Background: an optimization exercise with open tools, aiming at small area and a short achievable clock period. Do not read the settings as production practice. The RTL was checked by simulation tests, not by an equivalence proof against the original design.

## xgmii_rx_top
module xgmii_rx_top
#(
    parameter int MAX_FRAME_LEN = 1518
) (
    input  logic        clk,
    input  logic        inv_aresetn,
    input  logic [63:0] xgmii_data_i,
    input  logic [7:0]  xgmii_ctrl_i,
    output logic [63:0] axis_tdata_o,
    output logic [7:0]  axis_tkeep_o,
    output logic        axis_tvalid_o,
    output logic        axis_tlast_o,
    output logic        axis_tuser_o,
    output logic        stat_valid_o,
    output logic        stat_crc_ok_o,
    output logic [13:0] stat_len_o,
    output logic [3:0]  stat_size_o,
    output logic [31:0] good_frames_o,
    output logic [31:0] bad_frames_o
);
Size: roughly 1500 cells after synthesis, roughly 350 flip-flops, about 230 I/O pins, roughly 0.016 mm^2 of cells after synthesis.
clock: 10.5 ns
lec_check: 0
cap_margin: 20
core_margin: 2
core_utilization: 40
cts_cluster_diameter: 120
cts_cluster_size: 25
slew_margin: 20
synth_hierarchical: 1
buffer_ports_args: -buffer_cell sky130_fd_sc_hd__buf_1
setup_slack_margin: 7.0
standard.sh (not shown) runs the stock make flow with config.mk's settings and CLKGATE_MAP_FILE= SYNTH_SCRIPT=/design/flow/synth_recipe.tcl, a recipe that flattens the netlist after the stock synthesis.
==> flow/flow/run.sh <==
#!/bin/bash
# Standard layout (settings from config.mk via config.mk) plus the settings
# in flow/extra.mk: plain buf_1 port buffers instead of the default
# delay-cell buffers, and a larger setup margin for timing repair.
set -e
cp config.mk config_in.log
cat flow/extra.mk >> config.mk
bash standard.sh > standard.log 2>&1
==> flow/flow/extra.mk <==
export BUFFER_PORTS_ARGS = -buffer_cell sky130_fd_sc_hd__buf_1
export SETUP_SLACK_MARGIN = 7.0
Change:
==> flow/flow/extra.mk (replaced) <==
export BUFFER_PORTS_ARGS = -buffer_cell sky130_fd_sc_hd__buf_1
export SETUP_SLACK_MARGIN = 7.5
--- a/flow/config.mk
+++ b/flow/config.mk
@@ -9,8 +9,8 @@
 export CORE_MARGIN = 2
 export CORE_UTILIZATION = 40
-export CTS_CLUSTER_DIAMETER = 120
-export CTS_CLUSTER_SIZE = 25
+export CTS_CLUSTER_DIAMETER = 150
+export CTS_CLUSTER_SIZE = 30
 export SLEW_MARGIN = 20
 export SYNTH_HIERARCHICAL = 1
 export BUFFER_PORTS_ARGS = -buffer_cell sky130_fd_sc_hd__buf_1
-export SETUP_SLACK_MARGIN = 7.0
+export SETUP_SLACK_MARGIN = 7.5
What happened: The changed run completed without violations; first-iteration DRC count decreases by 3.6%; via count increases by 2.9%; utilization grows by 5.9 points; cell area goes up by 13%; non-clock buffer count grows by 81; area after synthesis is unchanged; fmax rises by 8.7%; global-route usage came out higher by 0.55 points; setup slack improves by 0.27 ns; worst hold slack barely changes.


Another version of the RTL of xgmii_rx_top (not shown whole).
// xgmii_rx_top
module xgmii_rx_top
#(
    parameter int MAX_FRAME_LEN = 1518
) (
    input  logic        clk,
    input  logic        inv_aresetn,
    input  logic [63:0] xgmii_data_i,
    input  logic [7:0]  xgmii_ctrl_i,
    output logic [63:0] axis_tdata_o,
    output logic [7:0]  axis_tkeep_o,
    output logic        axis_tvalid_o,
    output logic        axis_tlast_o,
    output logic        axis_tuser_o,
    output logic        stat_valid_o,
    output logic        stat_crc_ok_o,
    output logic [13:0] stat_len_o,
    output logic [3:0]  stat_size_o,
    output logic [31:0] good_frames_o,
    output logic [31:0] bad_frames_o
);
==> flow/config.mk <==
export PLATFORM = sky130hd
export DESIGN_NAME = xgmii_rx_top
export DESIGN_NICKNAME = xgmii_rx_top
export VERILOG_FILES = /design/flow/design.v
export SDC_FILE = /design/flow/constraint.sdc
export NUM_CORES = 4
export LEC_CHECK = 0
export CAP_MARGIN = 20
export CORE_MARGIN = 2
export CORE_UTILIZATION = 65
export CTS_CLUSTER_DIAMETER = 120
export CTS_CLUSTER_SIZE = 25
export SLEW_MARGIN = 20
export SYNTH_HIERARCHICAL = 1
export BUFFER_PORTS_ARGS = -buffer_cell sky130_fd_sc_hd__buf_1
export SETUP_SLACK_MARGIN = 7.25
==> flow/constraint.sdc <==
create_clock -name core_clock -period 10.5 [get_ports {clk}]
set_input_delay 2.1000 -clock core_clock [delete_from_list [all_inputs] [get_ports {clk}]]
set_output_delay 2.1000 -clock core_clock [all_outputs]
set_load 0.01 [all_outputs]
==> flow/flow/extra.mk <==
export BUFFER_PORTS_ARGS = -buffer_cell sky130_fd_sc_hd__buf_1
export SETUP_SLACK_MARGIN = 7.25
Scripts as last shown in full above: flow/flow/run.sh
The first run finished clean.
Then changed:
Settings changed: CORE_UTILIZATION 65 to 55.
What happened: Critical path depth stays the same; fmax shrinks slightly; die area climbs by about a fifth.

afterwards: timing with drivers on the ports:
No port has a modelled driver above. Below, the same layouts with a new extraction and two added sets of constraints.
Step 1 (the two cells are an assumption about what drives the block):
set clk [get_ports {clk}]
set_driving_cell -lib_cell sky130_fd_sc_hd__clkbuf_16 $clk
set_driving_cell -lib_cell sky130_fd_sc_hd__buf_2 [delete_from_list [all_inputs] $clk]
Step 2, shift: input delay + t, output delay - t, t = (earliest + latest rising clock arrival at the registers) / 2. This alone moves slack from input paths to output paths.
Slacks: no drivers / after step 1 / after step 2; pairs: no drivers / after step 1.
run | t, ns | slack for setup (ns) | hold slack, ns | worst slew at a driven data input, ns
the first run of note 1 | 0.585 | 7.101 / 7.101 / 6.791 | 0.327 / 0.327 / 0.327 | 0.07
the second run of note 1 | 0.570 | 7.374 / 7.323 / 7.027 | 0.325 / 0.325 / 0.325 | 0.07
the first run of note 2 | 0.548 | 7.305 / 7.256 / 7.144 | 0.327 / 0.327 / 0.327 | 0.05
the second run of note 2 | 0.547 | 7.278 / 7.232 / 7.134 | 0.330 / 0.330 / 0.330 | 0.08
After both steps every run listed still meets setup and hold. The setup slack of the second run of note 1, which loses most, moves by -0.051 ns with the drivers and by -0.347 ns with both steps.
